From an optimization exercise on the open Yosys and OpenROAD flow, aimed at small area, a short achievable clock period and few clock cycles; shortcuts taken in it are not production practice. Function was checked by simulation only, so behaviour that the tests miss may differ from the original. Power is estimated from default activity; no workload was simulated.

**design/flow/config.mk**
```make
export PLATFORM = sky130hd
export DESIGN_NAME = tetris_board_renderer
export DESIGN_NICKNAME = tetris_board_renderer
export VERILOG_FILES = /design/flow/design.v
export SDC_FILE = /design/flow/constraint.sdc
export NUM_CORES = 4
export LEC_CHECK = 0
export ABC_AREA = 1
export CAP_MARGIN = 20
export CORE_MARGIN = 2
export CORE_UTILIZATION = 65
export PLACE_DENSITY = 0.72
export SETUP_SLACK_MARGIN = 3.0
export SLEW_MARGIN = 20
```
**design/flow/constraint.sdc**
```tcl
create_clock -name core_clock -period 5.5 [get_ports {CLOCK_50}]
set_input_delay 1.1000 -clock core_clock [delete_from_list [all_inputs] [get_ports {CLOCK_50}]]
set_output_delay 1.1000 -clock core_clock [all_outputs]
set_load 0.01 [all_outputs]
```
**design/flow/design.v**
```verilog
package tetris_pkg;
    localparam int BOARD_W = 10;
    localparam int BOARD_H = 20;
    typedef logic [3:0] col_t;
    typedef logic [4:0] row_t;
    localparam col_t LAST_COL = col_t'(BOARD_W - 1);
    localparam row_t LAST_ROW = row_t'(BOARD_H - 1);
    localparam logic [23:0] RGB_BORDER     = 24'h808080;
    localparam logic [23:0] RGB_BACKGROUND = 24'h000000;
    function automatic logic [23:0] palette(input logic [2:0] c);
        logic [23:0] rgb;
        case (c)
            3'd0:     rgb = 24'h202020;
            3'd1:     rgb = 24'h00FFFF;
            3'd2:     rgb = 24'hFFFF00;
            3'd3:     rgb = 24'hA000F0;
            3'd4:     rgb = 24'h00F000;
            3'd5:     rgb = 24'hF00000;
            3'd6:     rgb = 24'h0000F0;
            3'd7:     rgb = 24'hF0A000;
            default: rgb = RGB_BACKGROUND;
        endcase
        palette = rgb;
    endfunction
endpackage
module board_bulk_fsm
(
    input  logic clk,
    input  logic reset,
    input  logic i_clr_req,
    input  logic i_shift_req,
    input  logic [4:0] i_shift_row,
    output logic o_busy,
    output logic o_op_done,
    output logic o_wr_ready,
    output logic o_clr_go,
    output logic o_shift_go
);
    logic r_op_done;
    always_comb begin
        o_clr_go   = i_clr_req;
        o_shift_go = !i_clr_req && i_shift_req && (i_shift_row <= tetris_pkg::LAST_ROW);
    end
    always_ff @(posedge clk) begin
        if (reset)
            r_op_done <= 1'b0;
        else
            r_op_done <= o_clr_go || o_shift_go;
    end
    assign o_busy     = 1'b0;
    assign o_wr_ready = 1'b1;
    assign o_op_done  = r_op_done;
endmodule
module tetris_board_renderer
(
    input  logic       CLOCK_50,
    input  logic       reset,
    input  logic [9:0] i_x,
    input  logic [8:0] i_y,
    output logic [7:0] o_r,
    output logic [7:0] o_g,
    output logic [7:0] o_b,
    input  logic       bus_wr_valid,
    output logic       bus_wr_ready,
    input  logic [3:0] bus_wr_col,
    input  logic [4:0] bus_wr_row,
    input  logic [2:0] bus_wr_color,
    input  logic       bus_clr_req,
    input  logic       bus_shift_req,
    input  logic [4:0] bus_shift_row,
    output logic       bus_busy,
    output logic       bus_op_done
);
    localparam int H = tetris_pkg::BOARD_H;
    localparam int W = tetris_pkg::BOARD_W;
    logic w_clr_go, w_shift_go;
    board_bulk_fsm u_bulk_fsm (
        .clk         (CLOCK_50),
        .reset       (reset),
        .i_clr_req   (bus_clr_req),
        .i_shift_req (bus_shift_req),
        .i_shift_row (bus_shift_row),
        .o_busy      (bus_busy),
        .o_op_done   (bus_op_done),
        .o_wr_ready  (bus_wr_ready),
        .o_clr_go    (w_clr_go),
        .o_shift_go  (w_shift_go)
    );
    logic         w_wipe;
    logic [H-1:0] w_sh, w_wdec, w_whit;
    logic [W-1:0] w_chit;
    logic [2:0]   w_color;
    always_comb begin
        w_wipe  = reset || w_clr_go;
        w_color = w_wipe ? 3'd0 : bus_wr_color;
        for (int c = 0; c < W; c++)
            w_chit[c] = w_wipe || (bus_wr_valid && (bus_wr_col == 4'(c)));
        for (int r = 0; r < H; r++) begin
            w_sh[r]   = !reset && w_shift_go && (5'(r) <= bus_shift_row);
            w_wdec[r] = w_wipe || (bus_wr_valid && (bus_wr_row == 5'(r)));
        end
        for (int r = 0; r < H; r++)
            w_whit[r] = (r > 0 && w_sh[r]) ? w_wdec[(r > 0) ? r - 1 : 0]
                                           : (w_wdec[r] && !w_sh[r]);
    end
    logic [H-1:0] r_p_sh, r_p_wdec, w_p_whit;
    logic [W-1:0] r_p_chit;
    logic [2:0]   r_p_color;
    always_ff @(posedge CLOCK_50) begin
        r_p_sh    <= w_sh;
        r_p_wdec  <= w_wdec;
        r_p_chit  <= w_chit;
        r_p_color <= w_color;
    end
    always_comb begin
        for (int r = 0; r < H; r++)
            w_p_whit[r] = (r > 0 && r_p_sh[r]) ? r_p_wdec[(r > 0) ? r - 1 : 0]
                                               : (r_p_wdec[r] && !r_p_sh[r]);
    end
    logic [2:0] r_cells [H][W];
    always_ff @(posedge CLOCK_50) begin
        for (int r = 0; r < H; r++)
            for (int c = 0; c < W; c++) begin
                if (w_p_whit[r] && r_p_chit[c])
                    r_cells[r][c] <= r_p_color;
                else if (r_p_sh[r])
                    r_cells[r][c] <= (r > 0) ? r_cells[(r > 0) ? r - 1 : 0][c] : 3'd0;
            end
    end
    logic [H:0]   w_ydec;           
    logic [W-1:0] w_xdec;
    logic [H:0]   w_therm;          
    logic         w_in_board, w_in_box, w_fwd;
    always_comb begin
        for (int k = 0; k <= H; k++) begin
            w_ydec[k]  = (k < H) && (i_y[8:2] == 7'(k + 5));
            w_therm[k] = (5'(k) <= bus_shift_row);
        end
        for (int c = 0; c < W; c++)
            w_xdec[c] = (i_x[9:2] == 8'(c + 15));
        w_in_board = (i_x >= 10'd60) && (i_x <= 10'd99) && (i_y >= 9'd20) && (i_y <= 9'd99);
        w_in_box   = (i_x >= 10'd58) && (i_x <= 10'd101) && (i_y >= 9'd18) && (i_y <= 9'd101);
        w_fwd      = |(w_ydec[H-1:0] & w_whit) && |(w_xdec & w_chit);
    end
    logic         r_s1_in_board, r_s1_in_frame;
    logic [H-1:0] r_s1_row;
    logic [W-1:0] r_s1_col;
    logic         r_s1_fwd;
    logic [2:0]   r_s1_fwd_color;
    always_ff @(posedge CLOCK_50) begin
        r_s1_in_board <= w_in_board;
        r_s1_in_frame <= w_in_box && !w_in_board;
        for (int r = 0; r < H; r++)
            r_s1_row[r] <= (w_ydec[r + 1] && w_shift_go && w_therm[r + 1]) ||
                           (w_ydec[r] && !(w_shift_go && w_therm[r]));
        r_s1_col       <= w_xdec;
        r_s1_fwd       <= w_fwd;
        r_s1_fwd_color <= w_color;
    end
    logic [2:0] w_cell;
    always_comb begin
        logic [H-1:0] t_r;
        logic [W-1:0] t_c;
        logic [2:0]   rd;
        for (int b = 0; b < 3; b++) begin
            for (int c = 0; c < W; c++) begin
                for (int r = 0; r < H; r++)
                    t_r[r] = r_cells[r][c][b] && r_s1_row[r];
                t_c[c] = |t_r && r_s1_col[c];
            end
            rd[b] = |t_c;
        end
        w_cell = r_s1_fwd ? r_s1_fwd_color : rd;
    end
    logic [23:0] w_rgb;
    logic [3:0]  r_red, r_grn, r_blu;
    always_comb begin
        if (r_s1_in_board)
            w_rgb = tetris_pkg::palette(w_cell);
        else if (r_s1_in_frame)
            w_rgb = tetris_pkg::RGB_BORDER;
        else
            w_rgb = tetris_pkg::RGB_BACKGROUND;
    end
    always_ff @(posedge CLOCK_50) begin
        r_red <= {w_rgb[23], w_rgb[22], w_rgb[21], w_rgb[19]};
        r_grn <= {w_rgb[15], w_rgb[14], w_rgb[13], w_rgb[11]};
        r_blu <= {w_rgb[7],  w_rgb[6],  w_rgb[5],  w_rgb[3]};
    end
    assign o_r = {r_red[3], r_red[2], r_red[1], r_red[2], {4{r_red[0]}}};
    assign o_g = {r_grn[3], r_grn[2], r_grn[1], r_grn[2], {4{r_grn[0]}}};
    assign o_b = {r_blu[3], r_blu[2], r_blu[1], r_blu[2], {4{r_blu[0]}}};
endmodule
```
**design/flow/run.sh**
```bash
#!/bin/bash
# synth_recipe.tcl (not shown) runs the flow's synth.tcl, then flattens the netlist and writes it again
# the make line also repeats each setting of config.mk as NAME=value (left out here)
make -C /OpenROAD-flow-scripts/flow DESIGN_CONFIG=/design/flow/config.mk WORK_HOME=/design/flow/orfs CLKGATE_MAP_FILE= SYNTH_SCRIPT=/design/flow/synth_recipe.tcl finish
```
==> results of run 1 <==
cell families (layout without fill, tap and decap cells):
logic type      Yosys count  in the layout  share of synthesized area, %
compound gates          692            692                          10.4
simple gates           2432           2432                          27.3
other cells               2              6                        0.0219
fa+ha+maj                 5              5                         0.183
buf+inv                 293            430                          3.66
flops                   699            699                          58.4
power by group through the flow:
stage	Combinational [W]	Sequential, W	Clock (W)
after floorplan	0.000809	0.00687	0
after global placement	0.00110	0.00707	0
after detailed placement	0.00115	0.00707	0
after CTS	0.00116	0.00696	0.00496
after global routing	0.00137	0.00704	0.00516
final	0.00123	0.00699	0.00498
metal layers:
layer,track usage [%],up-vias
li1,-,13848
met5,0,-
met2,62.8,2394
met1,57.6,13958
met3,13.7,389
met4,23.4,0
final timing paths:
kind / from / end / slack [ns] / depth (start not counted)
worst max-delay path: i_x[5] / r_s1_fwd / 2.99 / 9
worst min-delay path: r_cells[189][0] / r_cells[199][0] / 0.55 / 2
worst max register to register: r_s1_row[0] / r_grn[3] / 3.00 / 14
worst min register to register: r_cells[189][0] / r_cells[199][0] / 0.55 / 2
final cells by class:
type                    count  area (µm²)
inverters                 113         489
multi-input cells        3131       13400
diodes                      4        10.0
flip-flops and latches    699       20100
clock buffers             100        2100
well taps                 688         861
fillers                  3912       13400
clock inverters            35         265
repair buffers            182        1810
what timing repair did:
action                                  4_1_cts  5_1_grt
endpoints found under the hold margin         0        0
buffers inserted                             27       36
endpoints found under the setup margin      405      320
gates resized for setup                     119      118
cloned                                        0        2
pin swaps                                     9       35
per-stage QoR:
| step | total power (W) | hold WS, ns |
|---|---|---|
| finish | 0.0132 | 0.550 |
| global route | 0.0136 | 0.571 |
| CTS | 0.0131 | 0.510 |
| detailed placement | 0.00822 | 0.496 |
| global placement | 0.00817 | 0.494 |
| floorplan | 0.00768 | 0.456 |
cells in the final DEF, fill, tap and decap left out, types with 17 or more instances in the layout:
master              n
nand2_1          2020
o21ai_0           605
edfxtp_1          600
nor2_1            244
buf_4              85
dfxtp_1            84
clkbuf_16          80
inv_1              78
nand3_1            56
o21ai_1            36
nand2_2            30
clkdlybuf4s50_1    28
dlygate4sd2_1      26
nor2_2             25
clkinv_1           24
clkbuf_1           17
worst max-delay path, cell delays in order:
cell and delay, ns:
clkdlybuf4s50_1 0.53, nand2_1 0.09, inv_1 0.10, nand3_1 0.09, nor3_1 0.72, nand2_1 0.13
nand3_1 0.10, nor3_1 0.07, nor2_1 0.12
state kept, by name, indices dropped and copies added, names as in the netlist, 4 cells and up:
signal,cells
r_p_chit,10
r_p_sh,20
r_red,4
r_blu,4
r_s1_row,20
r_grn,4
r_cells,600
r_p_wdec,20
r_s1_col,10
==> flow_summary.toml, run 1 <==
[clock_tree]
cts_tree = "built"
ctsHoldBuffers = 0
cts_max_level = 3
cts.path.max_buffers = 3
insertion_delay_ns = 0.62
path_clk_slew_ns = 0.06
clock_sinks = 699
clock-root-buffer = "clkbuf_16"
cts-buffers-inserted = 73

[outcome]
status = "no timing/DRC/antenna violations"

[setup_path]
worstPathRequired_ns = 6.04
crit_arrival_ns = 3.05
critPathMaxFanout = 3
startpoint_type = "input port"
crit_type = "in -> reg"
cp-end-kind = "register"

[power]
peakVddDrop_mv = 0.301
cellPowerDensity_mw_per_mm2 = 339
pwr-share-seq_pct = 53.0
p_switching_w = 0.00346
clock_power_share_pct = 37.7
p_leak_nw = 17.3
combPwrFrac_pct = 9.3
intPower_w = 0.00974
swShare_pct = 26.2

[logic_synthesis]
synth_most_common_cell = "nand2_1"
synth_top_area_cell = "edfxtp_1"
syn_nets = 4169
synthTopCellsByCount = "nand2_1, o21ai_0, edfxtp_1"
ys.flop_type = "edfxtp_1"
synth_top_area_share_pct = 52.6
yosysUniqueCellTypes = 41
synth_area_leaders = "edfxtp_1, nand2_1, o21ai_0"
syn_area_mm2 = 0.0342
yosysSeqAreaShare_pct = 58.4
avgSynthCellArea_um2 = 8.30
ys_warn_count = 3
synthArstFlopShare_pct = 0
synth_edf_count = 600
yosys_register_bits = 699
synthCells = 4123

[cells_and_area]
final_cell_area_mm2 = 0.0390
fin_nets = 4246
fin_util_pct = 74.5
syn2layout_area_growth_pct = 13.9
final_cells = 4952
layout-drive-gt1-share_pct = 8.97

[sta]
rsz0062_at_grt = "true"
report.final.slew_viol_count = 0
final.setup.tns_ns = 0
timing.slew.headroom_pct = 17.4
period_needed_ns = 2.51
fin_crit_sh_pct = 45.6
tightest_slew_ns = 1.23
timing.final.hold_violations = 0
fmax_mhz = 399
setup_violations = 0
worst_slack_ns = 2.99
skew_ns = 0.0146

[placement]
gp_congestion = 0.994
port_buffers = 64
dp_hpwl_um = 75200
preCtsSetupSlack_ns = 2.02
dpl-instance-area_mm2 = 0.0354
dp_cells = 4748

[job]
max_cap_violations = 0

[detailed_routing]
ant_nets = 0
first_pass_iters = 6
drc = 0
first_iter_violations = 4962
wirelength_um = 119000
met2WireLength_um = 50200
met1_length_um = 41200
viasPerCell = 6.18
via_count = 30589
wire_per_inst_um = 23.9
dr_wl_met3_um = 19700
top_layer = "met4"

[floorplan]
io_pins = 68
coreArea_mm2 = 0.0523
fp.dieArea_mm2 = 0.0545
die_x_um = 233
start_util_pct = 65.4
die_h_um = 233
rows = 84

[global_routing]
grt_usage_pct = 43.1
first_global_vias = 27441
grt_overflow_total = 0
antenna_found_initial = 2
grt_pass1_wl_um = 168000
grt_start_max_net_pins = 83

[hold_path]
hold_class = "reg -> reg"
Testbench counts, summed over its fixed seeds: cycles 11,597.
==> run 2: changes to the inputs <==
--- a/design/flow/config.mk
+++ b/design/flow/config.mk
@@ -8,7 +8,7 @@
 export ABC_AREA = 1
 export CAP_MARGIN = 20
 export CORE_MARGIN = 2
-export CORE_UTILIZATION = 65
-export PLACE_DENSITY = 0.72
-export SETUP_SLACK_MARGIN = 3.0
+export CORE_UTILIZATION = 55
+export PLACE_DENSITY = 0.65
+export SETUP_SLACK_MARGIN = 2.0
 export SLEW_MARGIN = 20
==> flow_summary.toml, run 2 <==
[logic_synthesis]
ys.flop_type = "edfxtp_1"
syn_area_mm2 = 0.0342
synth_top_area_share_pct = 52.6
syn_nets = 4169
yosysSeqAreaShare_pct = 58.4
ys_warn_count = 3
synthCells = 4123
synth_top_area_cell = "edfxtp_1"
yosysUniqueCellTypes = 41
yosys_register_bits = 699
synth_most_common_cell = "nand2_1"
synthArstFlopShare_pct = 0
synth_area_leaders = "edfxtp_1, nand2_1, o21ai_0"
synthTopCellsByCount = "nand2_1, o21ai_0, edfxtp_1"
synth_edf_count = 600
avgSynthCellArea_um2 = 8.30

[setup_path]
r2r_setup_slack_ns = 2.05
critPathMaxFanout = 23
worstPathRequired_ns = 6.05
crit_type = "reg -> reg"
r2r_end = "r_grn[3]"
rr_worst_depth = 14
cp-end-kind = "register"
crit_arrival_ns = 4.00
startpoint_type = "register"
rr_startpoint = "r_s1_row[11]"

[detailed_routing]
drc = 0
met2WireLength_um = 52000
wire_per_inst_um = 23.6
first_pass_iters = 6
dr_wl_met3_um = 15400
met1_length_um = 45200
via_count = 29377
viasPerCell = 5.84
wirelength_um = 119000
top_layer = "met5"
first_iter_violations = 3801
ant_nets = 0

[sta]
report.final.slew_viol_count = 0
timing.slew.headroom_pct = 17.5
setup_violations = 0
tightest_slew_ns = 1.24
fmax_mhz = 290
period_needed_ns = 3.45
rsz0062_at_grt = "false"
worst_slack_ns = 2.05
timing.final.hold_violations = 0
final.setup.tns_ns = 0
skew_ns = 0.0266
fin_crit_sh_pct = 62.7

[clock_tree]
path_clk_slew_ns = 0.06
clock-root-buffer = "clkbuf_16"
cts_tree = "built"
cts_max_level = 3
cts.path.max_buffers = 3
ctsHoldBuffers = 0
clock_sinks = 699
cts_resized = 0
post_cts_buffers = 0
cts-buffers-inserted = 77
insertion_delay_ns = 0.62

[floorplan]
rows = 91
die_x_um = 253
coreArea_mm2 = 0.0616
fp.dieArea_mm2 = 0.0642
io_pins = 68
start_util_pct = 55.6
die_h_um = 253

[outcome]
status = "no timing/DRC/antenna violations"

[global_routing]
grt_overflow_total = 0
grt_usage_pct = 36.9
grt_start_max_net_pins = 111
grt_pass1_wl_um = 170000
first_global_vias = 26953
antenna_found_initial = 5

[cells_and_area]
regMostFlops = "r_cells"
fin_nets = 4182
layout-drive-gt1-share_pct = 5.25
insertedDiodeCount = 0
final_common_cell = "nand2_1"
largest_reg_flops = 600
syn2layout_area_growth_pct = 10.9
final_cell_mix = "nand2_1, o21ai_0, edfxtp_1"

[power]
peakVddDrop_mv = 0.232
p_leak_nw = 16.6
cellPowerDensity_mw_per_mm2 = 348

[placement]
port_buffers = 64
gp_congestion = 0.950
dp_hpwl_um = 77000
preCtsSetupSlack_ns = 1.81

[hold_path]
hold_start = "r_s1_in_frame"
hold_path_depth = 2
hold_class = "reg -> reg"
hold_end = "r_grn[3]"

[job]
max_cap_violations = 0
## run 2: layout make-up
| type | instances | area [µm²] |
|---|---|---|
| clock buffer | 105 | 2190 |
| clock inverter | 29 | 229 |
| fill | 5432 | 23600 |
| inverter | 113 | 439 |
| multi-input combinational | 3131 | 13000 |
| sequential | 699 | 20000 |
| tap | 837 | 1050 |
| timing repair buffer | 114 | 1030 |
## run 2: kinds of logic (layout without fill, tap and decap cells)
kind of cell,Yosys count,in the layout,synth area share (%)
flip-flops,699,699,58.4
AND/OR/NAND/NOR,2432,2432,27.3
other,2,2,0.0219
AO/OA/AOI/OAI,692,692,10.4
adder cells (fa/ha/maj),5,5,0.183
buffers and inverters,293,361,3.66
## run 2: how the worst max path moves through the flow
stage	from	to	slack (ns)	cells past startpoint
floorplan	bus_shift_row[4]	r_s1_fwd	3.19	13
global placement	reset	r_s1_fwd	1.78	12
detailed placement	reset	r_s1_fwd	1.81	12
CTS	r_s1_row[8]	r_grn[3]	2.06	14
global route	r_s1_row[11]	r_grn[3]	2.00	14
finish	r_s1_row[11]	r_grn[3]	2.05	14
## run 2: worst max-delay path, stage by stage, from the launching register on
cell and delay, ns:
dfxtp_2 0.60, buf_4 0.33, nand2_1 0.09, nand2_1 0.06, nor2_1 0.09, nand4_1 0.13, o21ai_0 0.48, nand2_1 0.11
nor2_1 0.23, nand3_1 0.25, nand2_1 0.18, inv_1 0.12, ha_1 0.31, nand3b_2 0.25, nand3_1 0.11
## run 2: metal layers
layer | GRT usage [%] | up-vias
li1 | - | 13700
met1 | 50.2 | 13617
met2 | 56.4 | 1772
met3 | 8.21 | 284
met4 | 17.5 | 4
met5 | 0 | -
## run 2: through the flow
step                      hold WS [ns]  std cells  utilization, %  area [µm²]  power, W
after global routing             0.570       5028            61.6       38000    0.0136
after floorplan                  0.456       4123               -       34200   0.00768
after detailed placement         0.515       4894            57.7       35500   0.00824
after global placement           0.504       4894            57.7       35500   0.00820
final                            0.535       5028            61.6       38000    0.0132
after CTS                        0.541       5028            61.6       38000    0.0132
## run 2: report_power, final
group          switching (W)  internal [W]  total, W
combinational       0.000874      0.000304   0.00118
sequential          0.000432       0.00657   0.00701
clock                0.00212       0.00292   0.00504
==> run 3: changes to the inputs <==
--- a/design/flow/config.mk
+++ b/design/flow/config.mk
@@ -9,6 +9,8 @@
 export CAP_MARGIN = 20
 export CORE_MARGIN = 2
 export CORE_UTILIZATION = 55
+export CTS_CLUSTER_DIAMETER = 80
+export CTS_CLUSTER_SIZE = 24
 export PLACE_DENSITY = 0.65
-export SETUP_SLACK_MARGIN = 2.0
+export SETUP_SLACK_MARGIN = 3.0
 export SLEW_MARGIN = 20
==> flow_summary.toml, run 3 <==
[setup_path]
crit_family = "buffers and inverters"
startpoint_type = "register"
cp-startpoint = "r_p_sh[6]"
crit_type = "reg -> reg"
cpMostUsedCell = "nand2_1"
worstPathRequired_ns = 5.82
rr_startpoint = "r_p_sh[6]"
crit_path_top_delay_cell = "inv_1"
cp-end-kind = "register"
path_buf_inv = 2
crit_path_cell_trace = "inv_1 > nand2_1 > o21ai_1 > buf_4 > nand2_1 > nand2_1"
cpPeakStageDelay_ns = 0.82
crit_arrival_ns = 2.85
critPathMaxFanout = 12

[placement]
gp_congestion = 0.950
preCtsSetupSlack_ns = 1.81
port_buffers = 64
dp_hpwl_um = 77000

[cells_and_area]
syn2layout_area_growth_pct = 10.5
largest_reg_flops = 600
layout-drive-gt1-share_pct = 7.12
fin_util_pct = 61.4
final_cell_mix = "nand2_1, o21ai_0, edfxtp_1"
seq_area_mm2 = 0.0201
fillCellCount = 5469
regMostFlops = "r_cells"
fin_nets = 4192
final_common_cell = "nand2_1"
multi_input_area_mm2 = 0.0133

[logic_synthesis]
avgSynthCellArea_um2 = 8.30
synth_edf_count = 600
synth_top_area_share_pct = 52.6
synthCells = 4123
synth_area_leaders = "edfxtp_1, nand2_1, o21ai_0"
synth_top_area_cell = "edfxtp_1"
ys_warn_count = 3
synthTopCellsByCount = "nand2_1, o21ai_0, edfxtp_1"
ys.flop_type = "edfxtp_1"
synthArstFlopShare_pct = 0
yosysUniqueCellTypes = 41
yosys_register_bits = 699
synth_most_common_cell = "nand2_1"
syn_nets = 4169
yosysSeqAreaShare_pct = 58.4
syn_area_mm2 = 0.0342

[detailed_routing]
wire_per_inst_um = 24.4
drc = 0
first_pass_iters = 7
ant_nets = 0
viasPerCell = 5.94
wirelength_um = 122000
first_iter_violations = 4131
via_count = 29774

[sta]
worst_slack_ns = 2.96
setup_violations = 0
fin_crit_sh_pct = 46.1
period_needed_ns = 2.54
rsz0062_at_grt = "true"
timing.final.hold_violations = 0
report.final.slew_viol_count = 0
skew_ns = 0.0323
tightest_slew_ns = 1.21
final.setup.tns_ns = 0
timing.slew.headroom_pct = 19.3
fmax_mhz = 394

[hold_path]
hold_start = "r_s1_in_frame"
hold_class = "reg -> reg"

[global_routing]
antenna_found_initial = 5
grt_overflow_total = 0
first_global_vias = 27048
grt_pass1_wl_um = 173000
grt_usage_pct = 37.9
grt_start_max_net_pins = 111

[floorplan]
fp.dieArea_mm2 = 0.0642
io_pins = 68
start_util_pct = 55.6
coreArea_mm2 = 0.0616
die_h_um = 253
rows = 91
die_x_um = 253

[power]
peakVddDrop_mv = 0.315
cellPowerDensity_mw_per_mm2 = 306
p_leak_nw = 16.6
power.total_w = 0.0116

[job]
max_cap_violations = 0

[clock_tree]
cts_max_level = 2
clock-root-buffer = "clkbuf_16"
cts_tree = "built"
path_clk_slew_ns = 0.10
insertion_delay_ns = 0.63
cts-buffers-inserted = 39
cts.path.max_buffers = 3
clock_sinks = 699

[outcome]
status = "no timing/DRC/antenna violations"
[run 3: layout make-up]
class	count	share of cell area, %
Inverter	113	1.22
Clock inverter	20	0.559
Tap cell	837	2.77
Sequential cell	699	53.1
Multi-Input combinational cell	3131	35.1
Timing Repair Buffer	162	4.47
Antenna cell	2	0.0132
Clock buffer	48	2.78
[run 3: power breakdown]
part | switching [W] | internal [W]
Clock | 0.00188 | 0.00151
Sequential | 0.000434 | 0.00655
Combinational | 0.000894 | 0.000315
Total | 0.00321 | 0.00838
[run 3: per-stage QoR]
step / cell area (µm²) / std cells / hold WS, ns
finish: 37800 / 5012 / 0.533
global route: 37800 / 5010 / 0.551
CTS: 37500 / 5002 / 0.538
detailed placement: 35500 / 4894 / 0.515
global placement: 35500 / 4894 / 0.504
floorplan: 34200 / 4123 / 0.456
[run 3: final timing paths]
| check | slack, ns | cells after the start | end |
|---|---|---|---|
| worst max-delay path | 2.96 | 6 | r_cells[64][0] |
| worst min-delay path | 0.53 | 2 | r_red[3] |
| worst max register to register | 2.96 | 6 | r_cells[64][0] |
| worst min register to register | 0.53 | 2 | r_red[3] |
[run 3: tightest hold or removal path, cell delays in order (launching register included)]
cell	delay (ns)
dfxtp_1	0.32
nand2_1	0.09
nand3_1	0.10
[run 3: logic make-up (layout without fill, tap and decap cells)]
| group | Yosys count | after routing | synth area share (%) |
|---|---|---|---|
| simple gates | 2432 | 2432 | 27.3 |
| flops | 699 | 699 | 58.4 |
| compound gates | 692 | 692 | 10.4 |
| buf+inv | 293 | 343 | 3.66 |
| fa+ha+maj | 5 | 5 | 0.183 |
| other cells | 2 | 4 | 0.0219 |
[run 3: metal layers]
layer | vias to the layer above | GRT usage [%] | part of all wire (%)
met5 | - | 0 | 0.038
met1 | 13839 | 51.0 | 37
met4 | 8 | 18.3 | 5.5
li1 | 13695 | - | -
met3 | 317 | 9.76 | 13
met2 | 1915 | 57.4 | 44
[run 3: timing repair]
action                                 in CTS  in global routing
setup endpoints to repair                 297                129
endpoints found under the hold margin       0                  0
resized for setup                         103                 72
buffers inserted                           40                  8
pin swaps                                   8                 18
cloned                                      0                  0
hold buffers                                0                  0
==> run 4: changes to the inputs <==
--- a/design/flow/config.mk
+++ b/design/flow/config.mk
@@ -8,9 +8,9 @@
 export ABC_AREA = 1
 export CAP_MARGIN = 20
 export CORE_MARGIN = 2
-export CORE_UTILIZATION = 55
+export CORE_UTILIZATION = 60
 export CTS_CLUSTER_DIAMETER = 80
 export CTS_CLUSTER_SIZE = 24
-export PLACE_DENSITY = 0.65
-export SETUP_SLACK_MARGIN = 3.0
+export PLACE_DENSITY = 0.7
+export SETUP_SLACK_MARGIN = 3.2
 export SLEW_MARGIN = 20
==> flow_summary.toml, run 4 <==
[clock_tree]
cts.path.max_buffers = 3
clock_sinks = 699
path_clk_slew_ns = 0.09
insertion_delay_ns = 0.62
cts-buffers-inserted = 38
cts_max_level = 2
clock-root-buffer = "clkbuf_16"
cts_tree = "built"
ctsHoldBuffers = 0

[placement]
dp_hpwl_um = 75200
gp_congestion = 0.941
port_buffers = 64
dp_cells = 4812

[sta]
timing.slew.headroom_pct = 21.0
fmax_mhz = 411
report.final.slew_viol_count = 0
fin_crit_sh_pct = 44.3
whs_ns = 0.511
timing.final.hold_violations = 0
period_needed_ns = 2.44
setup_violations = 0
skew_ns = 0.0320
tightest_slew_ns = 1.18
final.setup.tns_ns = 0
rsz0062_at_grt = "true"

[logic_synthesis]
syn_nets = 4169
syn_area_mm2 = 0.0342
synth_area_leaders = "edfxtp_1, nand2_1, o21ai_0"
ys_warn_count = 3
yosys_register_bits = 699
ys.flop_type = "edfxtp_1"
synthCells = 4123
synth_most_common_cell = "nand2_1"
synth_top_area_share_pct = 52.6
avgSynthCellArea_um2 = 8.30
synth_top_area_cell = "edfxtp_1"
yosysSeqAreaShare_pct = 58.4
synth_edf_count = 600
synthTopCellsByCount = "nand2_1, o21ai_0, edfxtp_1"
synthArstFlopShare_pct = 0
yosysUniqueCellTypes = 41

[setup_path]
cp-startpoint = "r_s1_row[9]"
cp-end-kind = "register"
crit_type = "reg -> reg"
crit_path_top_delay_cell = "dfxtp_4"
rr_worst_depth = 14
r2r_setup_slack_ns = 3.06
critPathMaxFanout = 8
r2r_end = "r_grn[3]"
startpoint_type = "register"
cpMostUsedCell = "nand2_1"
crit_end = "r_grn[3]"
crit_family = "simple AND/OR/NAND/NOR gates"
path_buf_inv = 2
cpPeakStageDelay_ns = 0.47
crit_path_cell_trace = "buf_4 > nand2_1 > nand2_1 > nor2_1 > nand3_1 > o21ai_2 > nand2_1 > nor2_2 > nand3_4 > nand2_4 > inv_6 > ha_4 > nand3b_4 > nand3_2"
crit_cells = 14
crit_arrival_ns = 2.93
rr_startpoint = "r_s1_row[9]"
worstPathRequired_ns = 5.99

[global_routing]
grt_overflow_total = 0
antenna_found_initial = 5
grt_usage_pct = 40.9
grt_pass1_wl_um = 174000
grt_start_max_net_pins = 111
first_global_vias = 27539

[cells_and_area]
final_cell_mix = "nand2_1, edfxtp_1, o21ai_0"
fin_nets = 4218
layout-drive-gt1-share_pct = 9.86
final_common_cell = "nand2_1"
syn2layout_area_growth_pct = 12.5
regMostFlops = "r_cells"
fillCellCount = 4659
largest_reg_flops = 600
final_cells = 4958

[floorplan]
fp.dieArea_mm2 = 0.0590
die_h_um = 243
io_pins = 68
coreArea_mm2 = 0.0564
start_util_pct = 60.7
rows = 87
die_x_um = 243

[power]
peakVddDrop_mv = 0.301
power.total_w = 0.0116
cellPowerDensity_mw_per_mm2 = 302
p_leak_nw = 16.8

[detailed_routing]
dr_wl_met3_um = 18300
met1_length_um = 43600
viasPerCell = 6.11
drc = 0
met2WireLength_um = 51700
wire_per_inst_um = 24.7
wirelength_um = 123000
ant_nets = 0
first_pass_iters = 8
first_iter_violations = 4690
via_count = 30271
top_layer = "met5"

[hold_path]
hold_class = "reg -> reg"

[job]
max_cap_violations = 0

[outcome]
status = "no timing/DRC/antenna violations"
==> run 4: cell families (layout without fill, tap and decap cells) <==
group	Yosys count	in the layout	synth area share, %
adder cells (fa/ha/maj)	5	5	0.183
buffers and inverters	293	368	3.66
AO/OA/AOI/OAI	692	692	10.4
other	2	6	0.0219
AND/OR/NAND/NOR	2432	2432	27.3
flip-flops	699	699	58.4
==> run 4: worst min-delay path by stage <==
stage          endpoint     startpoint  depth (start not counted)
2_1_floorplan  r_grn[3]  r_s1_in_frame                          2
4_1_cts        r_red[3]  r_s1_in_frame                          2
5_1_grt        r_grn[3]  r_s1_in_frame                          2
3_3_place_gp   r_grn[3]  r_s1_in_frame                          2
3_5_place_dp   r_blu[3]  r_s1_in_frame                          2
6_report       r_grn[3]  r_s1_in_frame                          2
==> run 4: worst reg2reg max path, stage by stage, from the launching register on <==
cell and delay [ns]:
dfxtp_4 0.47, buf_4 0.19, nand2_1 0.09, nand2_1 0.06
nor2_1 0.12, nand3_1 0.11, o21ai_2 0.25, nand2_1 0.11
nor2_2 0.14, nand3_4 0.13, nand2_4 0.12, inv_6 0.05
ha_4 0.28, nand3b_4 0.15, nand3_2 0.07
==> run 4: per-stage QoR <==
step / util, % / worst slack, ns / instance area [µm²]
after floorplan: - / 3.22 / 34200
after global placement: 62.8 / 1.95 / 35400
after detailed placement: 62.8 / 1.96 / 35400
after CTS: 67.5 / 3.16 / 38100
after global routing: 68.2 / 3.04 / 38500
final: 68.3 / 3.06 / 38500
==> run 4: power by group <==
part / internal (W) / switching, W
Sequential: 0.00655 / 0.000426
Combinational: 0.000328 / 0.000914
Clock: 0.00158 / 0.00184
Total: 0.00846 / 0.00318
==> run 4: area by class of cell <==
cell class	count	area [µm²]	share of cell area (%)
clock inverters	10	179	0.465
multi-input cells	3131	13600	35.4
diodes	4	10.0	0.0260
repair buffers	189	2060	5.35
flip-flops and latches	699	20100	52.1
well taps	756	946	2.46
inverters	113	488	1.27
clock buffers	56	1100	2.86
==> run 4: what timing repair did <==
item	CTS	global route
setup endpoints to repair	685	308
gates resized for setup	270	112
cloned	4	2
buffers inserted	54	16
pin swaps	56	53
==> run 4: layer usage <==
layer	vias to the layer above	global-route usage (%)
met3	411	9.64
met2	2187	60.0
met4	10	25.1
met1	13907	55.4
met5	-	0
li1	13756	-
==> run 5: changes to the inputs <==
--- a/design/flow/config.mk
+++ b/design/flow/config.mk
@@ -8,9 +8,6 @@
 export ABC_AREA = 1
 export CAP_MARGIN = 20
 export CORE_MARGIN = 2
-export CORE_UTILIZATION = 60
-export CTS_CLUSTER_DIAMETER = 80
-export CTS_CLUSTER_SIZE = 24
-export PLACE_DENSITY = 0.7
-export SETUP_SLACK_MARGIN = 3.2
+export CORE_UTILIZATION = 40
+export SETUP_SLACK_MARGIN = 3.3
 export SLEW_MARGIN = 20
==> flow_summary.toml, run 5 <==
[outcome]
status = "no timing/DRC/antenna violations"

[cells_and_area]
largest_reg_flops = 600
fin_util_pct = 48.2
syn2layout_area_growth_pct = 19.7
final_cells = 5465
fin_nets = 4301
final_cell_mix = "nand2_1, edfxtp_1, o21ai_0"
layout-drive-gt1-share_pct = 13.4
final_cell_area_mm2 = 0.0410
final_common_cell = "nand2_1"
regMostFlops = "r_cells"

[sta]
final.setup.tns_ns = 0
skew_ns = 0.0248
fin_crit_sh_pct = 43.5
rsz0062_at_grt = "true"
report.final.slew_viol_count = 0
whs_ns = 0.553
timing.final.hold_violations = 0
tightest_slew_ns = 1.22
setup_violations = 0
period_needed_ns = 2.39
timing.slew.headroom_pct = 18.8
fmax_mhz = 418

[placement]
dp_hpwl_um = 77500
gp_congestion = 0.975
dpl-instance-area_mm2 = 0.0359
port_buffers = 64
dp_cells = 5201

[power]
peakVddDrop_mv = 0.200
p_leak_nw = 17.7
swShare_pct = 26.9
cellPowerDensity_mw_per_mm2 = 324
pwr-share-seq_pct = 52.6
combPwrFrac_pct = 9.7
clock_power_share_pct = 37.6
p_switching_w = 0.00357
intPower_w = 0.00969

[global_routing]
first_global_vias = 28343
antenna_found_initial = 6
met3_usage_pct = 6.62
top_usage_layer = "met2"
grt_pass1_wl_um = 188000
met1_usage_pct = 40.9
grt_usage_pct = 30.1
grt_start_max_net_pins = 186
grt_overflow_total = 0
grt_use_met2_pct = 44.1

[clock_tree]
cts_tree = "built"
cts_max_level = 3
ctsHoldBuffers = 0
path_clk_slew_ns = 0.06
cts.path.max_buffers = 3
cts-buffers-inserted = 75
insertion_delay_ns = 0.64
clock_sinks = 699
clock-root-buffer = "clkbuf_16"

[hold_path]
hold_class = "reg -> reg"
hold_end = "r_cells[23][0]"
hold_path_depth = 2
hold_start = "r_cells[13][0]"

[logic_synthesis]
synth_most_common_cell = "nand2_1"
synth_area_leaders = "edfxtp_1, nand2_1, o21ai_0"
ys.flop_type = "edfxtp_1"
synthCells = 4123
synth_compound_area_share_pct = 10.4
yosysSeqAreaShare_pct = 58.4
ys_warn_count = 3
synth_top_area_share_pct = 52.6
synth_xor_xnor_area_share_pct = 0
synthTopCellsByCount = "nand2_1, o21ai_0, edfxtp_1"
yosys_register_bits = 699
synth_top_family_by_area = "simple AND/OR/NAND/NOR gates"
yosysUniqueCellTypes = 41
synth_edf_count = 600
synth_mux_area_share_pct = 0
avgSynthCellArea_um2 = 8.30
synth_top_area_cell = "edfxtp_1"
synthArstFlopShare_pct = 0
yosys.area_share.adder_pct = 0.183
syn_area_mm2 = 0.0342
synthSimpleGateAreaFrac_pct = 27.3
syn_nets = 4169

[setup_path]
r2r_end = "r_blu[2]"
rr_worst_depth = 14
crit_arrival_ns = 2.97
cp-end-kind = "register"
crit_type = "reg -> reg"
r2r_setup_slack_ns = 3.11
worstPathRequired_ns = 6.07
rr_startpoint = "r_s1_row[14]"
startpoint_type = "register"
cp-startpoint = "r_s1_row[14]"
critPathMaxFanout = 7

[floorplan]
fp.dieArea_mm2 = 0.0879
coreArea_mm2 = 0.0850
io_pins = 68
die_x_um = 297
die_h_um = 297
rows = 107
start_util_pct = 40.3

[detailed_routing]
viasPerCell = 5.65
wire_per_inst_um = 24.5
drc = 0
ant_nets = 0
first_iter_violations = 5032
wirelength_um = 134000
first_pass_iters = 6
via_count = 30875

[job]
max_cap_violations = 0
-- run 5: cell counts after synthesis --
No cell type changed its count.
-- run 5: stage by stage --
stage | setup slack, ns | total power, W
2_1_floorplan | 3.22 | 0.00768
3_3_place_gp | 1.91 | 0.00821
3_5_place_dp | 1.91 | 0.00825
4_1_cts | 3.12 | 0.0132
5_1_grt | 3.01 | 0.0137
6_report | 3.11 | 0.0133
-- run 5: how the worst max path moves through the flow --
| stage | end | slack [ns] | depth (start not counted) |
|---|---|---|---|
| 3_3_place_gp | r_s1_fwd | 1.91 | 12 |
| 6_report | r_blu[2] | 3.11 | 14 |
| 4_1_cts | o_g[0] | 3.12 | 2 |
| 5_1_grt | r_blu[2] | 3.01 | 15 |
| 2_1_floorplan | r_s1_fwd | 3.22 | 13 |
| 3_5_place_dp | r_s1_fwd | 1.91 | 12 |
-- run 5: power by group through the flow --
stage / Sequential [W] / Combinational, W / Clock, W
detailed placement: 0.00707 / 0.00118 / 0
finish: 0.00698 / 0.00129 / 0.00499
global placement: 0.00707 / 0.00114 / 0
global route: 0.00704 / 0.00143 / 0.00520
floorplan: 0.00687 / 0.000809 / 0
CTS: 0.00696 / 0.00124 / 0.00499
-- run 5: layer usage --
metal,part of all wire (%),wire length [µm]
met5,0.030,40
met4,6.5,8720
met3,14,18400
met2,42,56300
met1,38,50500
-- run 5: critical path, stage by stage, from the launching register on --
cell	delay, ns
dfxtp_4	0.41
buf_12	0.19
nand2_1	0.13
nand2_1	0.07
nor2_1	0.11
nand3_2	0.15
o21ai_2	0.24
nand2_2	0.09
nor2_4	0.13
nand3_4	0.13
nand2_4	0.14
buf_12	0.11
ha_4	0.12
nand4_1	0.17
nand2_1	0.13
-- run 5: repair_timing --
item | in CTS | in global routing
setup endpoints to repair | 402 | 112
pin swaps | 55 | 60
gates cloned | 9 | 0
gates resized for setup | 422 | 125
buffers inserted | 97 | 15
-- run 5: logic make-up after synthesis --
family	count (synthesis)
simple gates	2432
buf+inv	293
other cells	2
fa+ha+maj	5
compound gates	692
flops	699
-- run 5: area by class of cell --
class | instances | area (µm²)
flip-flops and latches | 699 | 20100
clock inverters | 33 | 241
multi-input cells | 3132 | 14000
fillers | 8039 | 44100
well taps | 1144 | 1430
diodes | 4 | 10.0
inverters | 113 | 479
repair buffers | 234 | 2650
clock buffers | 106 | 2110
==> run 6: changes to the inputs <==
--- a/design/flow/design.v
+++ b/design/flow/design.v
@@ -103,16 +103,28 @@
             w_whit[r] = (r > 0 && w_sh[r]) ? w_wdec[(r > 0) ? r - 1 : 0]
                                            : (w_wdec[r] && !w_sh[r]);
     end
+    logic         r_p_wipe, r_p_wr, r_p_shift;
+    logic [4:0]   r_p_wrow, r_p_srow;
+    logic [3:0]   r_p_wcol;
+    logic [2:0]   r_p_color;
+    always_ff @(posedge CLOCK_50) begin
+        r_p_wipe  <= w_wipe;
+        r_p_wr    <= bus_wr_valid;
+        r_p_shift <= !reset && w_shift_go;
+        r_p_wrow  <= bus_wr_row;
+        r_p_srow  <= bus_shift_row;
+        r_p_wcol  <= bus_wr_col;
+        r_p_color <= w_color;
+    end
     logic [H-1:0] r_p_sh, r_p_wdec, w_p_whit;
     logic [W-1:0] r_p_chit;
-    logic [2:0]   r_p_color;
-    always_ff @(posedge CLOCK_50) begin
-        r_p_sh    <= w_sh;
-        r_p_wdec  <= w_wdec;
-        r_p_chit  <= w_chit;
-        r_p_color <= w_color;
-    end
-    always_comb begin
+    always_comb begin
+        for (int c = 0; c < W; c++)
+            r_p_chit[c] = r_p_wipe || (r_p_wr && (r_p_wcol == 4'(c)));
+        for (int r = 0; r < H; r++) begin
+            r_p_sh[r]   = r_p_shift && (5'(r) <= r_p_srow);
+            r_p_wdec[r] = r_p_wipe || (r_p_wr && (r_p_wrow == 5'(r)));
+        end
         for (int r = 0; r < H; r++)
             w_p_whit[r] = (r > 0 && r_p_sh[r]) ? r_p_wdec[(r > 0) ? r - 1 : 0]
                                                : (r_p_wdec[r] && !r_p_sh[r]);
==> flow_summary.toml, run 6 <==
[detailed_routing]
first_pass_iters = 6
drc = 0
ant_nets = 0
wirelength_um = 131000
first_iter_violations = 4256
viasPerCell = 5.66
wire_per_inst_um = 23.7
via_count = 31314

[clock_tree]
clock-root-buffer = "clkbuf_16"
clock_sinks = 666
cts_tree = "built"
path_clk_slew_ns = 0.07
insertion_delay_ns = 0.63
cts_max_level = 3
ctsHoldBuffers = 0
cts-buffers-inserted = 72
cts.path.max_buffers = 3

[cells_and_area]
reg.largest.list = "r_cells x600, r_s1_row x20, r_s1_col x10"
final_cell_area_mm2 = 0.0416
fin_nets = 4388
fin_util_pct = 49.6
regMostFlops = "r_cells"
syn2layout_area_growth_pct = 22.5
final_common_cell = "nand2_1"
largest_reg_flops = 600
final_cell_mix = "nand2_1, edfxtp_1, o21ai_0"
fillCellCount = 7918
layout-drive-gt1-share_pct = 16.5

[sta]
rsz0062_at_grt = "true"
period_needed_ns = 2.49
timing.final.hold_violations = 0
fmax_mhz = 402
skew_ns = 0.0203
report.final.slew_viol_count = 0
tightest_slew_ns = 0.947
final.setup.tns_ns = 0
setup_violations = 0
fin_crit_sh_pct = 45.2
timing.slew.headroom_pct = 36.9

[placement]
dpl-instance-area_mm2 = 0.0359
port_buffers = 64
dp_hpwl_um = 79900
gp_congestion = 0.923

[floorplan]
rows = 106
die_x_um = 295
fp.dieArea_mm2 = 0.0872
start_util_pct = 40.5
die_h_um = 295
io_pins = 68
coreArea_mm2 = 0.0838

[setup_path]
cp-end-kind = "register"
critPathMaxFanout = 7
crit_arrival_ns = 3.04
worstPathRequired_ns = 6.06
crit_type = "reg -> reg"
startpoint_type = "register"

[logic_synthesis]
synthCells = 4183
ys_warn_count = 3
synth_top_area_cell = "edfxtp_1"
avgSynthCellArea_um2 = 8.12
synth_most_common_cell = "nand2_1"
syn_nets = 4229
yosysSeqAreaShare_pct = 57.0
synth_top_area_share_pct = 53.1
syn_area_mm2 = 0.0339
yosys_register_bits = 666
ys.flop_type = "edfxtp_1"
synthArstFlopShare_pct = 0
synth_area_leaders = "edfxtp_1, nand2_1, o21ai_0"
synthTopCellsByCount = "nand2_1, o21ai_0, edfxtp_1"
yosysUniqueCellTypes = 45
synth_edf_count = 600

[power]
p_leak_nw = 17.7
peakVddDrop_mv = 0.180
cellPowerDensity_mw_per_mm2 = 317
power.total_w = 0.0132

[job]
max_cap_violations = 0

[global_routing]
antenna_found_initial = 4
grt_start_max_net_pins = 171
grt_overflow_total = 0
first_global_vias = 28434
grt_pass1_wl_um = 184000
grt_usage_pct = 29.2

[hold_path]
hold_class = "reg -> reg"

[outcome]
status = "no timing/DRC/antenna violations"
## run 6: cell count changes after synthesis, sizes merged, moves of 5 or more
cell	delta
nand2	-19
buf	-63
o21ai	+17
a31oi	+5
dfxtp	-33
or2	+8
o31ai	+7
nand3	+14
a21oi	+8
clkbuf	+68
nor2	+25
inv	+13
## run 6: where the power goes
group	total [W]	internal (W)	switching (W)
clock network	0.00499	0.00291	0.00208
logic	0.00147	0.000419	0.00106
registers	0.00673	0.00632	0.000408
total	0.0132	0.00964	0.00355
## run 6: metrics by stage
step	setup slack, ns	std cells	hold WS [ns]
2_1_floorplan	3.29	4183	0.456
3_3_place_gp	1.48	5257	0.525
3_5_place_dp	1.40	5257	0.523
4_1_cts	3.13	5502	0.549
5_1_grt	2.98	5532	0.569
6_report	3.01	5533	0.550
## run 6: final timing paths
check,startpoint,to,slack [ns],cells past startpoint
setup / recovery,r_s1_row[14],r_blu[1],3.01,16
hold / removal,r_cells[10][2],r_cells[20][2],0.55,2
setup reg to reg,r_s1_row[14],r_blu[1],3.01,16
hold reg to reg,r_cells[10][2],r_cells[20][2],0.55,2
## run 6: routing by layer
metal  vias to the layer above  share of wire, %  global-route usage [%]
met2                      1953                44                    45.3
met4                         8               6.2                    14.8
li1                      14250                 -                       -
met5                         -             0.061                       0
met3                       412                13                    6.80
met1                     14691                37                    38.3
## run 6: area by class of cell
cell class,instances,area (µm²),share of cell area (%)
Clock buffer,104,2110,5.08
Timing Repair Buffer,259,2830,6.80
Antenna cell,1,2.50,0.00602
Sequential cell,666,19400,46.7
Inverter,126,663,1.59
Timing Repair inverter,10,87.6,0.211
Clock inverter,26,265,0.638
Multi-Input combinational cell,3207,14800,35.5
Tap cell,1134,1420,3.41
## run 6: cells by family after synthesis
| logic type | after synthesis | share of synthesized area (%) |
|---|---|---|
| simple gates | 2462 | 27.8 |
| mux | 1 | 0.0332 |
| compound gates | 736 | 11.3 |
| fa+ha+maj | 5 | 0.184 |
| flops | 666 | 57.0 |
| other cells | 2 | 0.0221 |
| buf+inv | 311 | 3.62 |
## run 6: critical path: stages (launching register included)
cell and delay (ns):
dfxtp_4 0.41, buf_6 0.16, buf_12 0.15, buf_8 0.14, nand2_4 0.05, nand2_2 0.05
nor2_1 0.09, nand2_1 0.08, o21ai_2 0.19, nand2_1 0.12, nor2_4 0.17, nand3_4 0.13
nand2_4 0.14, buf_6 0.11, ha_4 0.13, nand4_1 0.16, o21ai_1 0.13
## run 6: what timing repair did
item | in CTS | in global routing
resized for setup | 496 | 277
buffers inserted | 104 | 28
gates cloned | 11 | 2
pin swaps | 58 | 54
endpoints found under the setup margin | 1191 | 1193
Testbench counts of run 6, summed over its fixed seeds: cycles 11,597.
==> run 7: changes to the inputs <==
--- a/design/flow/design.v
+++ b/design/flow/design.v
@@ -103,71 +103,35 @@
             w_whit[r] = (r > 0 && w_sh[r]) ? w_wdec[(r > 0) ? r - 1 : 0]
                                            : (w_wdec[r] && !w_sh[r]);
     end
-    logic         r_p_wipe, r_p_wr, r_p_shift;
-    logic [4:0]   r_p_wrow, r_p_srow;
-    logic [3:0]   r_p_wcol;
-    logic [2:0]   r_p_color;
-    always_ff @(posedge CLOCK_50) begin
-        r_p_wipe  <= w_wipe;
-        r_p_wr    <= bus_wr_valid;
-        r_p_shift <= !reset && w_shift_go;
-        r_p_wrow  <= bus_wr_row;
-        r_p_srow  <= bus_shift_row;
-        r_p_wcol  <= bus_wr_col;
-        r_p_color <= w_color;
-    end
-    logic [H-1:0] r_p_sh, r_p_wdec, w_p_whit;
-    logic [W-1:0] r_p_chit;
-    always_comb begin
-        for (int c = 0; c < W; c++)
-            r_p_chit[c] = r_p_wipe || (r_p_wr && (r_p_wcol == 4'(c)));
-        for (int r = 0; r < H; r++) begin
-            r_p_sh[r]   = r_p_shift && (5'(r) <= r_p_srow);
-            r_p_wdec[r] = r_p_wipe || (r_p_wr && (r_p_wrow == 5'(r)));
-        end
-        for (int r = 0; r < H; r++)
-            w_p_whit[r] = (r > 0 && r_p_sh[r]) ? r_p_wdec[(r > 0) ? r - 1 : 0]
-                                               : (r_p_wdec[r] && !r_p_sh[r]);
-    end
     logic [2:0] r_cells [H][W];
     always_ff @(posedge CLOCK_50) begin
         for (int r = 0; r < H; r++)
             for (int c = 0; c < W; c++) begin
-                if (w_p_whit[r] && r_p_chit[c])
-                    r_cells[r][c] <= r_p_color;
-                else if (r_p_sh[r])
+                if (w_whit[r] && w_chit[c])
+                    r_cells[r][c] <= w_color;
+                else if (w_sh[r])
                     r_cells[r][c] <= (r > 0) ? r_cells[(r > 0) ? r - 1 : 0][c] : 3'd0;
             end
     end
-    logic [H:0]   w_ydec;           
+    logic [H-1:0] w_ydec;
     logic [W-1:0] w_xdec;
-    logic [H:0]   w_therm;          
-    logic         w_in_board, w_in_box, w_fwd;
+    logic         w_in_board, w_in_box;
     always_comb begin
-        for (int k = 0; k <= H; k++) begin
-            w_ydec[k]  = (k < H) && (i_y[8:2] == 7'(k + 5));
-            w_therm[k] = (5'(k) <= bus_shift_row);
-        end
+        for (int r = 0; r < H; r++)
+            w_ydec[r] = (i_y[8:2] == 7'(r + 5));
         for (int c = 0; c < W; c++)
             w_xdec[c] = (i_x[9:2] == 8'(c + 15));
         w_in_board = (i_x >= 10'd60) && (i_x <= 10'd99) && (i_y >= 9'd20) && (i_y <= 9'd99);
         w_in_box   = (i_x >= 10'd58) && (i_x <= 10'd101) && (i_y >= 9'd18) && (i_y <= 9'd101);
-        w_fwd      = |(w_ydec[H-1:0] & w_whit) && |(w_xdec & w_chit);
     end
     logic         r_s1_in_board, r_s1_in_frame;
     logic [H-1:0] r_s1_row;
     logic [W-1:0] r_s1_col;
-    logic         r_s1_fwd;
-    logic [2:0]   r_s1_fwd_color;
     always_ff @(posedge CLOCK_50) begin
         r_s1_in_board <= w_in_board;
         r_s1_in_frame <= w_in_box && !w_in_board;
-        for (int r = 0; r < H; r++)
-            r_s1_row[r] <= (w_ydec[r + 1] && w_shift_go && w_therm[r + 1]) ||
-                           (w_ydec[r] && !(w_shift_go && w_therm[r]));
-        r_s1_col       <= w_xdec;
-        r_s1_fwd       <= w_fwd;
-        r_s1_fwd_color <= w_color;
+        r_s1_row      <= w_ydec;
+        r_s1_col      <= w_xdec;
     end
     logic [2:0] w_cell;
     always_comb begin
@@ -182,7 +146,7 @@
             end
             rd[b] = |t_c;
         end
-        w_cell = r_s1_fwd ? r_s1_fwd_color : rd;
+        w_cell = rd;
     end
     logic [23:0] w_rgb;
     logic [3:0]  r_red, r_grn, r_blu;
--- a/design/flow/config.mk
+++ b/design/flow/config.mk
@@ -8,6 +8,8 @@
 export ABC_AREA = 1
 export CAP_MARGIN = 20
 export CORE_MARGIN = 2
-export CORE_UTILIZATION = 40
-export SETUP_SLACK_MARGIN = 3.3
+export CORE_UTILIZATION = 65
+export PLACE_DENSITY = 0.72
+export SETUP_SLACK_MARGIN = 3.2
 export SLEW_MARGIN = 20
+export TNS_END_PERCENT = 5
==> flow_summary.toml, run 7 <==
[cells_and_area]
final_common_cell = "nand2_1"
reg.largest.list = "r_cells x600, r_s1_row x20, r_s1_col x10"
fin_nets = 4124
regMostFlops = "r_cells"
final_cell_mix = "nand2_1, edfxtp_1, o21ai_0"
syn2layout_area_growth_pct = 24.2
largest_reg_flops = 600
layout-drive-gt1-share_pct = 19.3
final_cell_area_mm2 = 0.0402
final_cells = 4800

[floorplan]
io_pins = 68
coreArea_mm2 = 0.0491
die_x_um = 227
start_util_pct = 66.0
rows = 81
die_h_um = 227
fp.dieArea_mm2 = 0.0516

[logic_synthesis]
ys_warn_count = 3
yosysSeqAreaShare_pct = 58.4
avgSynthCellArea_um2 = 8.30
synthArstFlopShare_pct = 0
syn_area_mm2 = 0.0324
synth_edf_count = 600
yosysUniqueCellTypes = 35
synth_area_leaders = "edfxtp_1, nand2_1, o21ai_0"
syn_nets = 3949
synth_top_area_cell = "edfxtp_1"
ys.flop_type = "edfxtp_1"
synthCells = 3903
synth_most_common_cell = "nand2_1"
synthTopCellsByCount = "nand2_1, o21ai_0, edfxtp_1"
synth_top_area_share_pct = 55.6
yosys_register_bits = 645

[sta]
timing.slew.headroom_pct = 18.1
skew_ns = 0.0233
final.setup.tns_ns = 0
fin_crit_sh_pct = 52.2
timing.final.hold_violations = 0
rsz0062_at_grt = "true"
report.final.slew_viol_count = 0
period_needed_ns = 2.87
tightest_slew_ns = 1.22
fmax_mhz = 348
setup_violations = 0

[setup_path]
cp-startpoint = "bus_wr_row[1]"
cp-end-kind = "register"
rr_startpoint = "r_s1_row[15]"
rr_worst_depth = 12
crit_end = "r_cells[53][2]"
worstPathRequired_ns = 5.86
crit_type = "in -> reg"
r2r_setup_slack_ns = 2.83
crit_arrival_ns = 3.23
r2r_end = "r_blu[3]"
critPathMaxFanout = 5
startpoint_type = "input port"

[power]
p_leak_nw = 17.3
cellPowerDensity_mw_per_mm2 = 322
peakVddDrop_mv = 0.250

[detailed_routing]
first_iter_violations = 5753
viasPerCell = 6.67
wirelength_um = 132000
drc = 0
first_pass_iters = 12
via_count = 32006
ant_nets = 0
wire_per_inst_um = 27.5

[clock_tree]
clock-root-buffer = "clkbuf_16"
cts_tree = "built"
cts_max_level = 3
insertion_delay_ns = 0.64
path_clk_slew_ns = 0.06
cts-buffers-inserted = 69
clock_sinks = 645
ctsHoldBuffers = 0
cts.path.max_buffers = 3

[global_routing]
grt_overflow_total = 0
grt_start_max_net_pins = 77
first_global_vias = 28924
grt_pass1_wl_um = 174000
antenna_found_initial = 4
grt_usage_pct = 47.0

[placement]
dpl-instance-area_mm2 = 0.0341
dp_hpwl_um = 75400
port_buffers = 64
gp_congestion = 0.953
dp_cells = 4535

[hold_path]
hold_class = "reg -> reg"

[outcome]
status = "no timing/DRC/antenna violations"

[job]
max_cap_violations = 0
[run 7: cell types whose count changed after synthesis, sizes merged, moves of 10 or more]
| cell | delta |
|---|---|
| o21ai | -36 |
| nand2 | -115 |
| buf | +10 |
| inv | -13 |
| dfxtp | -21 |
| nand3 | -25 |
| nor2 | -43 |
| clkbuf | -23 |
[run 7: layout make-up]
| class | count | area [µm²] |
|---|---|---|
| antenna | 4 | 10.0 |
| clock buffer | 92 | 1920 |
| clock inverter | 33 | 290 |
| fill | 2975 | 8810 |
| inverter | 119 | 627 |
| multi-input combinational | 2969 | 14300 |
| sequential | 645 | 19000 |
| tap | 664 | 831 |
| timing repair buffer | 270 | 3310 |
| timing repair inverter | 4 | 35.0 |
[run 7: routing by layer]
layer,global-route usage (%),part of all wire [%]
met5,0,0.0091
met4,37.3,10
met3,16.7,19
met2,67.8,41
met1,57.4,30
[run 7: worst min-delay path by stage]
stage                             start  depth (start not counted)  endpoint
final                     r_s1_in_frame                          2  r_grn[3]
after global routing      r_s1_in_frame                          2  r_grn[3]
after CTS                 r_s1_in_frame                          2  r_grn[3]
after detailed placement  r_s1_in_frame                          2  r_grn[3]
after global placement    r_s1_in_frame                          2  r_grn[3]
after floorplan           r_s1_in_frame                          2  r_red[3]
[run 7: cells by family after synthesis]
kind of cell | share of synthesized area [%]
fa+ha+maj | 0.193
other cells | 0.0232
flops | 58.4
compound gates | 10.9
simple gates | 26.8
buf+inv | 3.57
[run 7: worst max-delay path, stage by stage]
cell	delay [ns]
dlygate4sd2_1	0.29
nor2_1	0.16
inv_1	0.14
nor2_2	0.23
inv_2	0.11
o21ai_0	0.22
o21ai_1	0.17
nor2_1	0.22
inv_1	0.14
o21ai_0	0.45
[run 7: repair_timing]
action,in CTS,in global routing
cloned,9,9
pin swaps,30,58
gates resized for setup,473,334
buffers inserted,61,57
endpoints found under the setup margin,1240,1241
[run 7: power breakdown]
| part | total (W) | switching [W] | internal [W] |
|---|---|---|---|
| clock network | 0.00471 | 0.00205 | 0.00265 |
| logic | 0.00169 | 0.00118 | 0.000514 |
| registers | 0.00657 | 0.000412 | 0.00616 |
[run 7: per-stage QoR]
stage	total power (W)	setup slack (ns)	hold slack, ns	util, %
after floorplan	0.00727	2.74	0.456	-
after global placement	0.00773	0.636	0.494	69.4
after detailed placement	0.00782	0.558	0.494	69.4
after CTS	0.0126	2.94	0.519	78.4
after global routing	0.0132	2.58	0.519	82.0
final	0.0130	2.63	0.500	82.0
Testbench counts of run 7, summed over its fixed seeds: cycles 11,597.
==> run 8: changes to the inputs <==
--- a/design/flow/config.mk
+++ b/design/flow/config.mk
@@ -10,6 +10,5 @@
 export CORE_MARGIN = 2
 export CORE_UTILIZATION = 65
 export PLACE_DENSITY = 0.72
-export SETUP_SLACK_MARGIN = 3.2
+export SETUP_SLACK_MARGIN = 3.0
 export SLEW_MARGIN = 20
-export TNS_END_PERCENT = 5
==> flow_summary.toml, run 8 <==
[outcome]
status = "no timing/DRC/antenna violations"

[logic_synthesis]
syn_nets = 3949
ys.flop_type = "edfxtp_1"
yosysSeqAreaShare_pct = 58.4
syn_area_mm2 = 0.0324
synth_top_area_cell = "edfxtp_1"
yosys_register_bits = 645
avgSynthCellArea_um2 = 8.30
synthCells = 3903
yosysUniqueCellTypes = 35
synth_edf_count = 600
synth_top_area_share_pct = 55.6
synthArstFlopShare_pct = 0
synth_area_leaders = "edfxtp_1, nand2_1, o21ai_0"
synth_most_common_cell = "nand2_1"
synthTopCellsByCount = "nand2_1, o21ai_0, edfxtp_1"
ys_warn_count = 3

[power]
cellPowerDensity_mw_per_mm2 = 310
clock_power_share_pct = 34.2
peakVddDrop_mv = 0.367
p_switching_w = 0.00379
swShare_pct = 29.0
power.total_w = 0.0131
intPower_w = 0.00927
combPwrFrac_pct = 15.2
p_leak_nw = 17.8
pwr-share-seq_pct = 50.6

[detailed_routing]
via_count = 32604
viasPerCell = 6.75
drc = 0
first_iter_violations = 5884
first_pass_iters = 9
wire_per_inst_um = 28.2
wirelength_um = 136000
ant_nets = 0

[cells_and_area]
fin_nets = 4150
largest_reg_flops = 600
final_cell_mix = "nand2_1, edfxtp_1, o21ai_0"
final_cell_area_mm2 = 0.0422
final_common_cell = "nand2_1"
regMostFlops = "r_cells"
reg.largest.list = "r_cells x600, r_s1_row x20, r_s1_col x10"
layout-drive-gt1-share_pct = 24.5
syn2layout_area_growth_pct = 30.2

[setup_path]
rr_worst_depth = 13
rr_startpoint = "r_s1_row[7]"
cp-end-kind = "register"
crit_arrival_ns = 3.26
r2r_setup_slack_ns = 2.73
crit_path_top_delay_cell = "nor2_4"
worstPathRequired_ns = 5.87
crit_type = "in -> reg"
critPathMaxFanout = 7
cpPeakStageDelay_ns = 0.29
r2r_end = "r_grn[3]"
cpMostUsedCell = "nor2_4"
crit_path_cell_trace = "buf_12 > nor2_4 > buf_12 > o21ai_4 > nor2_4 > buf_12 > o21ai_4 > nor2_4 > nand3_2 > o21ai_4 > buf_6 > nor2_4 > inv_2 > nand2_2"
crit_family = "simple AND/OR/NAND/NOR gates"
startpoint_type = "input port"
path_buf_inv = 5

[sta]
timing.final.hold_violations = 0
skew_ns = 0.0226
rsz0062_at_grt = "true"
tightest_slew_ns = 0.909
whs_ns = 0.503
setup_violations = 0
worst_slack_ns = 2.61
fmax_mhz = 346
period_needed_ns = 2.89
final.setup.tns_ns = 0
timing.slew.headroom_pct = 39.4
fin_crit_sh_pct = 52.5
report.final.slew_viol_count = 0

[floorplan]
die_h_um = 227
coreArea_mm2 = 0.0491
start_util_pct = 66.0
fp.dieArea_mm2 = 0.0516
io_pins = 68
rows = 81
die_x_um = 227

[global_routing]
grt_pass1_wl_um = 176000
grt_start_max_net_pins = 93
grt_overflow_total = 0
antenna_found_initial = 0
grt_usage_pct = 47.7
first_global_vias = 28805

[clock_tree]
cts_max_level = 3
cts.path.max_buffers = 3
cts_tree = "built"
ctsHoldBuffers = 0
path_clk_slew_ns = 0.07
cts-buffers-inserted = 69
clock_sinks = 645
clock-root-buffer = "clkbuf_16"
insertion_delay_ns = 0.63

[job]
max_cap_violations = 0

[hold_path]
hold_class = "reg -> reg"
hold_start = "r_s1_in_frame"
hold_end = "r_grn[3]"
hold_path_depth = 2

[placement]
preCtsSetupSlack_ns = 0.809
port_buffers = 64
dpl-instance-area_mm2 = 0.0348
gp_congestion = 1.02
dp_hpwl_um = 77700
==> run 8: cell counts after synthesis <==
Identical to the previous run, type by type.
==> run 8: through the flow <==
| step | util (%) | instances |
|---|---|---|
| global placement | 70.9 | 4528 |
| floorplan | - | 3903 |
| detailed placement | 70.9 | 4528 |
| finish | 86.0 | 4829 |
| CTS | 79.2 | 4748 |
| global route | 85.9 | 4823 |
==> run 8: logic make-up (layout without fill, tap and decap cells) <==
| group | count (synthesis) | after routing | share of synthesized area (%) |
|---|---|---|---|
| AO/OA/AOI/OAI | 685 | 685 | 10.9 |
| adder cells (fa/ha/maj) | 5 | 5 | 0.193 |
| buffers and inverters | 291 | 546 | 3.57 |
| flip-flops | 645 | 645 | 58.4 |
| other | 2 | 8 | 0.0232 |
| AND/OR/NAND/NOR | 2275 | 2276 | 26.8 |
==> run 8: worst max-delay path by stage <==
stage | start | end | slack (ns) | cells after the start
3_5_place_dp | bus_shift_row[4] | r_cells[178][2] | 0.81 | 13
4_1_cts | bus_shift_row[2] | r_cells[85][1] | 3.01 | 12
2_1_floorplan | bus_shift_row[2] | r_cells[30][0] | 2.74 | 10
5_1_grt | bus_shift_row[3] | r_cells[93][0] | 2.59 | 15
6_report | bus_shift_row[3] | r_cells[90][2] | 2.61 | 14
3_3_place_gp | bus_shift_row[4] | r_cells[171][1] | 0.95 | 13
==> run 8: layer usage <==
metal / vias up / share of wire [%] / global-route usage, %
met5: - / 0 / 0
met4: 0 / 11 / 37.0
met3: 1086 / 18 / 17.9
met2: 3303 / 40 / 68.6
met1: 14773 / 30 / 58.2
li1: 13442 / - / -
==> run 8: worst min-delay path, cell delays in order, from the launching register on <==
cell,delay (ns)
dfxtp_1,0.30
nand2_1,0.08
nand3_1,0.08
==> run 8: cell type report <==
class,instances,area [µm²]
Tap cell,664,831
Sequential cell,645,19000
Antenna cell,6,15.0
Timing Repair Buffer,298,3390
Timing Repair inverter,3,41.3
Multi-Input combinational cell,2968,16200
Clock inverter,27,146
Inverter,119,677
Fill cell,2549,6880
Clock buffer,99,1940
==> run 8: power groups by stage <==
stage / logic (W) / clock network [W] / registers (W)
floorplan: 0.000905 / 0 / 0.00645
CTS: 0.00148 / 0.00439 / 0.00652
global placement: 0.00121 / 0 / 0.00661
finish: 0.00199 / 0.00447 / 0.00660
detailed placement: 0.00130 / 0 / 0.00662
global route: 0.00208 / 0.00461 / 0.00662
==> run 8: repair_timing <==
item                                    in CTS  in global routing
buffers inserted                            89                 73
cloned                                       5                  2
endpoints found under the setup margin    1237               1096
pin swaps                                   36                 90
resized for setup                          373                759

==> port drivers added, routing unchanged <==
In the flow no input, the clock included, has a driving cell. The finished layouts below were timed again as built, in two steps.
Step 1, drivers: a clkbuf_16 drives CLOCK_50 and a buf_2 each remaining input, both assumed.
Step 2 times the ports against the registers' clock, not the clock port: input delays grow and output delays shrink by t, the midpoint of the rising clock arrivals with the driver on.
Three values: no drivers, after step 1, after step 2; two values: the first two.
| run | shift t [ns] | setup slack, ns | worst data-port slew with drivers (ns) |
|---|---|---|---|
| run 1 | 0.683 | 2.994 / 3.004 / 2.336 | 0.04 |
| run 2 | 0.678 | 2.052 / 2.052 / 1.726 | 0.05 |
| run 3 | 0.687 | 2.965 / 2.965 / 2.408 | 0.05 |
| run 4 | 0.664 | 3.064 / 3.064 / 2.511 | 0.04 |
| run 5 | 0.694 | 3.106 / 3.101 / 2.673 | 0.03 |
| run 6 | 0.688 | 3.014 / 3.014 / 2.661 | 0.06 |
| run 7 | 0.693 | 2.629 / 2.674 / 1.981 | 0.09 |
| run 8 | 0.681 | 2.613 / 2.625 / 1.943 | 0.10 |
After both steps every run listed still meets setup and hold. For run 8, which loses most, drivers alone change the setup slack by +0.012 ns; drivers and shift together by -0.670 ns.
